Source: an optimization exercise on an open RTL-to-GDS flow (aim: a short achievable clock period and few clock cycles). Production flows keep margins and buffers that such runs may drop. The RTL was checked by simulation tests, not by an equivalence proof against the original design. Power is estimated from default activity; no workload was simulated.

// processor
module processor (
    input  logic           clock,
    input  logic           rstN,
    output cpuPkg::wordT   addressImem,
    input  cpuPkg::wordT   qImem,
    output cpuPkg::wordT   addressDmem,
    output cpuPkg::wordT   data,
    output logic           wren,
    input  cpuPkg::wordT   qDmem,
    output logic           ctrlWriteEnable,
    output cpuPkg::regIdxT ctrlWriteReg,
    output cpuPkg::regIdxT ctrlReadRegA,
    output cpuPkg::regIdxT ctrlReadRegB,
    output cpuPkg::wordT   dataWriteReg,
    input  cpuPkg::wordT   dataReadRegA,
    input  cpuPkg::wordT   dataReadRegB
);
clock: 8.0 ns
lec_check: 0
cap_margin: 20
cell_pad_in_sites_detail_placement: 1
cell_pad_in_sites_global_placement: 2
core_margin: 2
core_utilization: 30
place_density: 0.45
setup_slack_margin: 5.0
slew_margin: 20
synth_hierarchical: 1
tns_end_percent: 100
standard.sh (not shown) runs the stock make flow with config.mk's settings and CLKGATE_MAP_FILE= SYNTH_SCRIPT=/design/flow/synth_recipe.tcl, a recipe that flattens the netlist after the stock synthesis.
==> flow/flow/run.sh <==
#!/bin/bash
# Standard layout (the standard.sh, standard synthesis unchanged) with two
# changes: the port buffers use buf_6 instead of the smallest buffer the
# resizer picks by default, and timing repair may change a cell's footprint
# (sizing across cell variants). Every tool's output goes to flow_make.log
# here; ORFS keeps its per-step logs under orfs/logs.
set -euo pipefail
bash standard.sh MATCH_CELL_FOOTPRINT=0 "BUFFER_PORTS_ARGS=-buffer_cell sky130_fd_sc_hd__buf_6" finish > flow_make.log 2>&1
Testbench counts at the start, summed over its fixed seeds: cycles 16,852.
==> next run, changes <==
--- a/flow/design.v
+++ b/flow/design.v
@@ -2082,35 +2082,42 @@
     input  wire [3:0] kind,            
     input  wire       eq,
     input  wire       lt,
     output wire       y
 );
     assign y = (kind[0] && eq) || (kind[1] && !eq) || (kind[2] && !lt) || (kind[3] && lt);
 endmodule
 module cellMux2 (input wire s, input wire a1, input wire a0, output wire y);
     assign y = s ? a1 : a0;
 endmodule
-module pcSelect (
+module redirectCond (
     input  wire [3:0] kind,            
     input  wire       eq,
+    output wire       redirLt,         
+    output wire       redirGe          
+);
+    cellMux2 uLt (.s(eq), .a1(kind[0] || kind[3]), .a0(kind[1] || kind[3]), .y(redirLt));
+    cellMux2 uGe (.s(eq), .a1(kind[0] || kind[2]), .a0(kind[1] || kind[2]), .y(redirGe));
+endmodule
+module pcSelect (
+    input  wire       redirLt,
+    input  wire       redirGe,
     input  wire       lt,
-    input  wire [7:0] redirPc,
-    input  wire [7:0] nextPc,
-    output wire [7:0] y
+    input  wire [3:0] redirPc,
+    input  wire [3:0] nextPc,
+    output wire [3:0] y
 );
-    wire redirLt = (kind[0] && eq) || (kind[1] && !eq) || kind[3];      
-    wire redirGe = (kind[0] && eq) || (kind[1] && !eq) || kind[2];      
     wire redir;
     cellMux2 uR (.s(lt), .a1(redirLt), .a0(redirGe), .y(redir));
     genvar i;
     generate
-        for (i = 0; i < 8; i++) begin : gBit
+        for (i = 0; i < 4; i++) begin : gBit
             cellMux2 uY (.s(redir), .a1(redirPc[i]), .a0(nextPc[i]), .y(y[i]));
         end
     endgenerate
 endmodule
 `default_nettype wire
 `timescale 1ns/1ps
 `default_nettype none
 module hazardUnit (
     input  wire [4:0] rs,
     input  wire [4:0] srcB,
@@ -2198,42 +2205,44 @@
     logic        fPred;
     logic [31:0] dxRedir;               
     logic        stall;                 
     logic [31:0] seqPc;
     logic [4:0]  fSrcB;
     logic [4:0]  fSrcBOut;
     logic [3:0]  xBrKind;
     logic        xKill;                 
     logic        brEq, brLt;
     logic        redirect;              
+    logic        redirLt, redirGe;      
     assign pcPlusOne   = pc + 32'd1;
     assign pcHiLess    = pc[31:8] - 24'd1;
     assign pcHiMore    = pc[31:8] + 24'd1;
     assign addressImem = pcOut;
     assign seqPc       = stall ? pc : pcPlusOne;
     fetchDecode uFetch (
         .qImem, .pc, .pcHiLess, .pcHiMore, .seqPc, .stall, .fetchNext, .isJump(fIsJump),
         .predTaken(fPred), .srcB(fSrcB), .srcBOut(fSrcBOut)
     );
     genvar gi;
     generate
-        for (gi = 0; gi < 4; gi++) begin : gPc
+        for (gi = 0; gi < 8; gi++) begin : gPc
             pcSelect uPcSel (
-                .kind(xBrKind & {4{!xKill}}), .eq(brEq), .lt(brLt), .redirPc(dxRedir[gi*8 +: 8]),
-                .nextPc(fetchNext[gi*8 +: 8]), .y(pcNext[gi*8 +: 8])
+                .redirLt, .redirGe, .lt(brLt), .redirPc(dxRedir[gi*4 +: 4]),
+                .nextPc(fetchNext[gi*4 +: 4]), .y(pcNext[gi*4 +: 4])
             );
             pcSelect uPcSelOut (
-                .kind(xBrKind & {4{!xKill}}), .eq(brEq), .lt(brLt), .redirPc(dxRedir[gi*8 +: 8]),
-                .nextPc(fetchNext[gi*8 +: 8]), .y(pcOutNext[gi*8 +: 8])
+                .redirLt, .redirGe, .lt(brLt), .redirPc(dxRedir[gi*4 +: 4]),
+                .nextPc(fetchNext[gi*4 +: 4]), .y(pcOutNext[gi*4 +: 4])
             );
         end
     endgenerate
+    redirectCond uCond (.kind(xBrKind & {4{!xKill}}), .eq(brEq), .redirLt, .redirGe);
     mispredictGate uMis (.kind(xBrKind & {4{!xKill}}), .eq(brEq), .lt(brLt), .y(redirect));
     always_ff @(posedge clock or negedge rstN) begin
         if (!rstN) begin
             pc    <= '0;
             pcOut <= '0;
         end else begin
             pc    <= pcNext;
             pcOut <= pcOutNext;
         end
     end
After rerunning: Utilization came out higher by 0.20 points. Final cell count is about the same. Sequential power came out lower slightly. Setup slack gains 0.065 ns. Via count stays flat. Die area is about the same. Total power came out higher by a few percent.
Testbench counts after the change, summed over its fixed seeds: cycles 16,852.

========
Another version of the RTL of processor (not shown whole).
Size in the first run: ~280 I/O pins, about 57000 sq um of cells after synthesis.
==> module cellNor3, before the edit <==
module cellNor3 (input wire a, input wire b, input wire c, output wire y);
    assign y = ~(a | b | c);
endmodule
==> module predictCond, before the edit <==
module predictCond (
    input  wire [31:0] q,              
    input  wire        isBranch,
    output wire        predTaken
);
    wire [4:0] d;
    wire       same01, same234;
    wire       twoRegs;
    genvar i;
    generate
        for (i = 0; i < 5; i++) begin : gCmp
            cellXor2 uX (.a(q[22+i]), .b(q[17+i]), .y(d[i]));
        end
    endgenerate
    cellNor2 uS01 (.a(d[0]), .b(d[1]), .y(same01));
    cellNor3 uS234 (.a(d[2]), .b(d[3]), .c(d[4]), .y(same234));
    cellNand2 uTwo (.a(same01), .b(same234), .y(twoRegs));
    wire [3:0] n2;           
    wire [3:0] a2n;          
    wire [3:0] z2;           
    generate
        for (i = 0; i < 4; i++) begin : gPair
            cellNor2 uN (.a(q[8+2*i]), .b(q[9+2*i]), .y(n2[i]));
            cellNand2 uA (.a(q[8+2*i]), .b(q[9+2*i]), .y(a2n[i]));
            cellNor2 uZ (.a(q[2*i]), .b(q[2*i+1]), .y(z2[i]));
        end
    endgenerate
    wire zHiA, zHiB, oHiA, oHiB, zLoA, zLoB;
    cellAnd2 uZh0 (.a(n2[0]), .b(n2[1]), .y(zHiA));
    cellAnd2 uZh1 (.a(n2[2]), .b(n2[3]), .y(zHiB));
    cellNor2 uOh0 (.a(a2n[0]), .b(a2n[1]), .y(oHiA));
    cellNor2 uOh1 (.a(a2n[2]), .b(a2n[3]), .y(oHiB));
    cellNand2 uZl0 (.a(z2[0]), .b(z2[1]), .y(zLoA));      
    cellNand2 uZl1 (.a(z2[2]), .b(z2[3]), .y(zLoB));      
    wire back = q[16] & oHiA & oHiB;                       
    wire fwd  = !q[16] & zHiA & zHiB & (zLoA | zLoB);      
    assign predTaken = isBranch & twoRegs & (back | fwd);
endmodule
==> module fetchDecode, before the edit <==
module fetchDecode (
    input  wire [31:0] qImem,
    input  wire [31:0] pc,
    input  wire [23:0] pcHiLess,       
    input  wire [23:0] pcHiMore,       
    input  wire [31:0] seqPc,          
    input  wire        stall,
    output wire [31:0] fetchNext,      
    output wire        isJump,
    output wire        predTaken,      
    output wire [4:0]  srcB,           
    output wire [4:0]  srcBOut         
);
    wire       isBranch;
    opDecode uOp (.op(qImem[31:27]), .isJump, .isBranch);
    wire [7:0] lo;
    wire       carry;
    incAdd8 uLo (.a(pc[7:0]), .b(qImem[7:0]), .s(lo), .cout(carry));
    predictCond uPred (.q(qImem), .isBranch, .predTaken);
    srcBSel uSrcB (.ir(qImem), .srcB);
    srcBSel uSrcBOut (.ir(qImem), .srcB(srcBOut));
    wire [31:0] jumpPc = {5'b0, qImem[26:0]};
    wire [31:0] pcHiLessW = {pcHiLess, 8'd0};
    wire [31:0] pcHiMoreW = {pcHiMore, 8'd0};
    genvar k;
    generate
        for (k = 0; k < 4; k++) begin : gByte
            fetchSelByte #(.LOW(k == 0)) uSel (
                .isJump, .predTaken, .stall, .carry, .back(qImem[16]),
                .jumpPc(jumpPc[k*8 +: 8]), .lo, .pcHi(pc[k*8 +: 8]),
                .pcHiLess(pcHiLessW[k*8 +: 8]), .pcHiMore(pcHiMoreW[k*8 +: 8]),
                .seqPc(seqPc[k*8 +: 8]), .y(fetchNext[k*8 +: 8])
            );
        end
    endgenerate
endmodule
==> flow/config.mk <==
export PLATFORM = sky130hd
export DESIGN_NAME = processor
export DESIGN_NICKNAME = processor
export VERILOG_FILES = /design/flow/design.v
export SDC_FILE = /design/flow/constraint.sdc
export NUM_CORES = 4
export LEC_CHECK = 0
export CAP_MARGIN = 20
export CELL_PAD_IN_SITES_DETAIL_PLACEMENT = 1
export CELL_PAD_IN_SITES_GLOBAL_PLACEMENT = 2
export CORE_MARGIN = 2
export CORE_UTILIZATION = 30
export PLACE_DENSITY = 0.45
export SETUP_SLACK_MARGIN = 5.0
export SLEW_MARGIN = 20
export SYNTH_HIERARCHICAL = 1
export TNS_END_PERCENT = 100
==> flow/constraint.sdc <==
create_clock -name core_clock -period 8.0 [get_ports {clock}]
set_input_delay 1.6000 -clock core_clock [delete_from_list [all_inputs] [get_ports {clock}]]
set_output_delay 1.6000 -clock core_clock [all_outputs]
set_load 0.01 [all_outputs]
Scripts as last shown in full above: flow/flow/run.sh
Testbench counts at the start, summed over its fixed seeds: cycles 16,852.
Then changed:
--- a/flow/design.v
+++ b/flow/design.v
@@ -59,11 +59,8 @@
 endmodule
 module cellAnd3 (input wire a, input wire b, input wire c, output wire y);
     assign y = a & b & c;
 endmodule
-module cellNor3 (input wire a, input wire b, input wire c, output wire y);
-    assign y = ~(a | b | c);
-endmodule
 module cellNor2 (input wire a, input wire b, output wire y);
     assign y = ~(a | b);
 endmodule
 module cellOr2 (input wire a, input wire b, output wire y);
@@ -2008,46 +2005,8 @@
     cellInv uN0 (.a(op[0]), .y(n0));
     cellAnd3 uJ (.a(hi0), .b(mid0), .c(op[0]), .y(isJump));
     cellAnd3 uB (.a(hi0), .b(op[1]), .c(n0), .y(isBranch));
 endmodule
-module predictCond (
-    input  wire [31:0] q,              
-    input  wire        isBranch,
-    output wire        predTaken
-);
-    wire [4:0] d;
-    wire       same01, same234;
-    wire       twoRegs;
-    genvar i;
-    generate
-        for (i = 0; i < 5; i++) begin : gCmp
-            cellXor2 uX (.a(q[22+i]), .b(q[17+i]), .y(d[i]));
-        end
-    endgenerate
-    cellNor2 uS01 (.a(d[0]), .b(d[1]), .y(same01));
-    cellNor3 uS234 (.a(d[2]), .b(d[3]), .c(d[4]), .y(same234));
-    cellNand2 uTwo (.a(same01), .b(same234), .y(twoRegs));
-    wire [3:0] n2;           
-    wire [3:0] a2n;          
-    wire [3:0] z2;           
-    generate
-        for (i = 0; i < 4; i++) begin : gPair
-            cellNor2 uN (.a(q[8+2*i]), .b(q[9+2*i]), .y(n2[i]));
-            cellNand2 uA (.a(q[8+2*i]), .b(q[9+2*i]), .y(a2n[i]));
-            cellNor2 uZ (.a(q[2*i]), .b(q[2*i+1]), .y(z2[i]));
-        end
-    endgenerate
-    wire zHiA, zHiB, oHiA, oHiB, zLoA, zLoB;
-    cellAnd2 uZh0 (.a(n2[0]), .b(n2[1]), .y(zHiA));
-    cellAnd2 uZh1 (.a(n2[2]), .b(n2[3]), .y(zHiB));
-    cellNor2 uOh0 (.a(a2n[0]), .b(a2n[1]), .y(oHiA));
-    cellNor2 uOh1 (.a(a2n[2]), .b(a2n[3]), .y(oHiB));
-    cellNand2 uZl0 (.a(z2[0]), .b(z2[1]), .y(zLoA));      
-    cellNand2 uZl1 (.a(z2[2]), .b(z2[3]), .y(zLoB));      
-    wire back = q[16] & oHiA & oHiB;                       
-    wire fwd  = !q[16] & zHiA & zHiB & (zLoA | zLoB);      
-    assign predTaken = isBranch & twoRegs & (back | fwd);
-endmodule
 module fetchDecode (
     input  wire [31:0] qImem,
     input  wire [31:0] pc,
     input  wire [23:0] pcHiLess,       
@@ -2061,12 +2020,15 @@
     output wire [4:0]  srcBOut         
 );
     wire       isBranch;
     opDecode uOp (.op(qImem[31:27]), .isJump, .isBranch);
+    wire       shortBack = qImem[16] & (&qImem[15:8]);      
+    wire       shortFwd  = !(|qImem[16:8]) && (|qImem[7:0]);  
+    wire       twoRegs   = qImem[26:22] != qImem[21:17];
     wire [7:0] lo;
     wire       carry;
     incAdd8 uLo (.a(pc[7:0]), .b(qImem[7:0]), .s(lo), .cout(carry));
-    predictCond uPred (.q(qImem), .isBranch, .predTaken);
+    assign predTaken = isBranch && twoRegs && (shortBack || shortFwd);
     srcBSel uSrcB (.ir(qImem), .srcB);
     srcBSel uSrcBOut (.ir(qImem), .srcB(srcBOut));
     wire [31:0] jumpPc = {5'b0, qImem[26:0]};
     wire [31:0] pcHiLessW = {pcHiLess, 8'd0};
Result: The changed run finished clean. Setup slack loses 0.0034 ns. Routed wire length went up by a few percent. Count of clock-buffer cells in the layout is higher by 11. Area after synthesis is about the same. Final area drops slightly. Non-clock buffer count goes down by 11.
Testbench counts after the change, summed over its fixed seeds: cycles 16,852.

========
Another version of the RTL of processor (not shown whole).
For scale: roughly 5800 cells after synthesis, about 0.057 mm^2 of cells after synthesis.
Design processor, start of the top module:
module processor (
    input  logic           clock,
    input  logic           rstN,
    output cpuPkg::wordT   addressImem,
    input  cpuPkg::wordT   qImem,
    output cpuPkg::wordT   addressDmem,
    output cpuPkg::wordT   data,
    output logic           wren,
    input  cpuPkg::wordT   qDmem,
    output logic           ctrlWriteEnable,
    output cpuPkg::regIdxT ctrlWriteReg,
    output cpuPkg::regIdxT ctrlReadRegA,
    output cpuPkg::regIdxT ctrlReadRegB,
    output cpuPkg::wordT   dataWriteReg,
    input  cpuPkg::wordT   dataReadRegA,
    input  cpuPkg::wordT   dataReadRegB
);
export LEC_CHECK = 0
export CAP_MARGIN = 20
export CELL_PAD_IN_SITES_DETAIL_PLACEMENT = 1
export CELL_PAD_IN_SITES_GLOBAL_PLACEMENT = 2
export CORE_MARGIN = 2
export CORE_UTILIZATION = 30
export PLACE_DENSITY = 0.45
export SETUP_SLACK_MARGIN = 5.0
export SLEW_MARGIN = 20
export SYNTH_HIERARCHICAL = 1
export TNS_END_PERCENT = 25
create_clock -name core_clock -period 8.0 [get_ports {clock}]
Scripts as last shown in full above: flow/flow/run.sh
The baseline ran to the end with no violations.
Testbench counts at the start, summed over its fixed seeds: cycles 16,852.
==> next run, changes <==
--- a/flow/design.v
+++ b/flow/design.v
@@ -2085,33 +2085,33 @@
     output wire       y
 );
     assign y = (kind[0] && eq) || (kind[1] && !eq) || (kind[2] && !lt) || (kind[3] && lt);
 endmodule
 module cellMux2 (input wire s, input wire a1, input wire a0, output wire y);
     assign y = s ? a1 : a0;
 endmodule
 module pcSelect (
     input  wire [3:0] kind,            
     input  wire       eq,
     input  wire       lt,
-    input  wire [3:0] redirPc,
-    input  wire [3:0] nextPc,
-    output wire [3:0] y
+    input  wire [7:0] redirPc,
+    input  wire [7:0] nextPc,
+    output wire [7:0] y
 );
     wire redirLt = (kind[0] && eq) || (kind[1] && !eq) || kind[3];      
     wire redirGe = (kind[0] && eq) || (kind[1] && !eq) || kind[2];      
     wire redir;
     cellMux2 uR (.s(lt), .a1(redirLt), .a0(redirGe), .y(redir));
     genvar i;
     generate
-        for (i = 0; i < 4; i++) begin : gBit
+        for (i = 0; i < 8; i++) begin : gBit
             cellMux2 uY (.s(redir), .a1(redirPc[i]), .a0(nextPc[i]), .y(y[i]));
         end
     endgenerate
 endmodule
 `default_nettype wire
 `timescale 1ns/1ps
 `default_nettype none
 module hazardUnit (
     input  wire [4:0] rs,
     input  wire [4:0] srcB,
     input  wire       usesA,
@@ -2208,30 +2208,30 @@
     assign pcPlusOne   = pc + 32'd1;
     assign pcHiLess    = pc[31:8] - 24'd1;
     assign pcHiMore    = pc[31:8] + 24'd1;
     assign addressImem = pcOut;
     assign seqPc       = stall ? pc : pcPlusOne;
     fetchDecode uFetch (
         .qImem, .pc, .pcHiLess, .pcHiMore, .seqPc, .stall, .fetchNext, .isJump(fIsJump),
         .predTaken(fPred), .srcB(fSrcB), .srcBOut(fSrcBOut)
     );
     genvar gi;
     generate
-        for (gi = 0; gi < 8; gi++) begin : gPc
+        for (gi = 0; gi < 4; gi++) begin : gPc
             pcSelect uPcSel (
-                .kind(xBrKind & {4{!xKill}}), .eq(brEq), .lt(brLt), .redirPc(dxRedir[gi*4 +: 4]),
-                .nextPc(fetchNext[gi*4 +: 4]), .y(pcNext[gi*4 +: 4])
+                .kind(xBrKind & {4{!xKill}}), .eq(brEq), .lt(brLt), .redirPc(dxRedir[gi*8 +: 8]),
+                .nextPc(fetchNext[gi*8 +: 8]), .y(pcNext[gi*8 +: 8])
             );
             pcSelect uPcSelOut (
-                .kind(xBrKind & {4{!xKill}}), .eq(brEq), .lt(brLt), .redirPc(dxRedir[gi*4 +: 4]),
-                .nextPc(fetchNext[gi*4 +: 4]), .y(pcOutNext[gi*4 +: 4])
+                .kind(xBrKind & {4{!xKill}}), .eq(brEq), .lt(brLt), .redirPc(dxRedir[gi*8 +: 8]),
+                .nextPc(fetchNext[gi*8 +: 8]), .y(pcOutNext[gi*8 +: 8])
             );
         end
     endgenerate
     mispredictGate uMis (.kind(xBrKind & {4{!xKill}}), .eq(brEq), .lt(brLt), .y(redirect));
     always_ff @(posedge clock or negedge rstN) begin
         if (!rstN) begin
             pc    <= '0;
             pcOut <= '0;
         end else begin
             pc    <= pcNext;
             pcOut <= pcOutNext;
The changed run finished clean.
Wire length increases by 0.51%.
Sequential share of layout area stays flat.
Via count hardly moves.
Clock-buffer cell count is higher by 2.
Power increases by 5.4%.
Global-route usage climbs by 0.28 points.
Setup slack improved by 44 ps.
Utilization went up by 0.12 points.
Die area is lower by 0.54%.
Testbench counts after the change, summed over its fixed seeds: cycles 16,852.

[re-timing with driven ports]
In the flow no input, the clock included, has a driving cell. The finished layouts below were timed again as built, in two steps.
Step 1 (the two cells are an assumption about what drives the block):
set clk [get_ports {clock}]
set_driving_cell -lib_cell sky130_fd_sc_hd__clkbuf_16 $clk
set_driving_cell -lib_cell sky130_fd_sc_hd__buf_2 [delete_from_list [all_inputs] $clk]
Step 2 moves the port delays by t, midway between the first and last clock arrival at a register: inputs arrive t later, outputs are due t later. That takes back most of the time a late clock gives input paths.
Slacks: ideal / step 1 / step 2; pairs: ideal / step 1.
| run | t (ns) | setup slack, ns | latest minus earliest clock arrival (ns) | cell pins on the clock port's net |
|---|---|---|---|---|
| the first run of note 1 | 0.839 | 4.758 / 4.758 / 4.083 | 0.044 / 0.044 | 1 |
| the second run of note 1 | 0.826 | 4.823 / 4.823 / 4.098 | 0.054 / 0.054 | 1 |
| the first run of note 2 | 0.826 | 4.834 / 4.834 / 4.113 | 0.055 / 0.054 | 1 |
| the second run of note 2 | 0.833 | 4.830 / 4.823 / 3.990 | 0.038 / 0.037 | 1 |
| the first run of note 3 | 0.829 | 4.679 / 4.679 / 4.023 | 0.035 / 0.036 | 1 |
| the second run of note 3 | 0.833 | 4.723 / 4.723 / 4.016 | 0.039 / 0.040 | 1 |
After both steps every run listed still meets setup and hold. For the second run of note 2, which loses most, drivers alone change the setup slack by -0.007 ns; drivers and shift together by -0.840 ns.
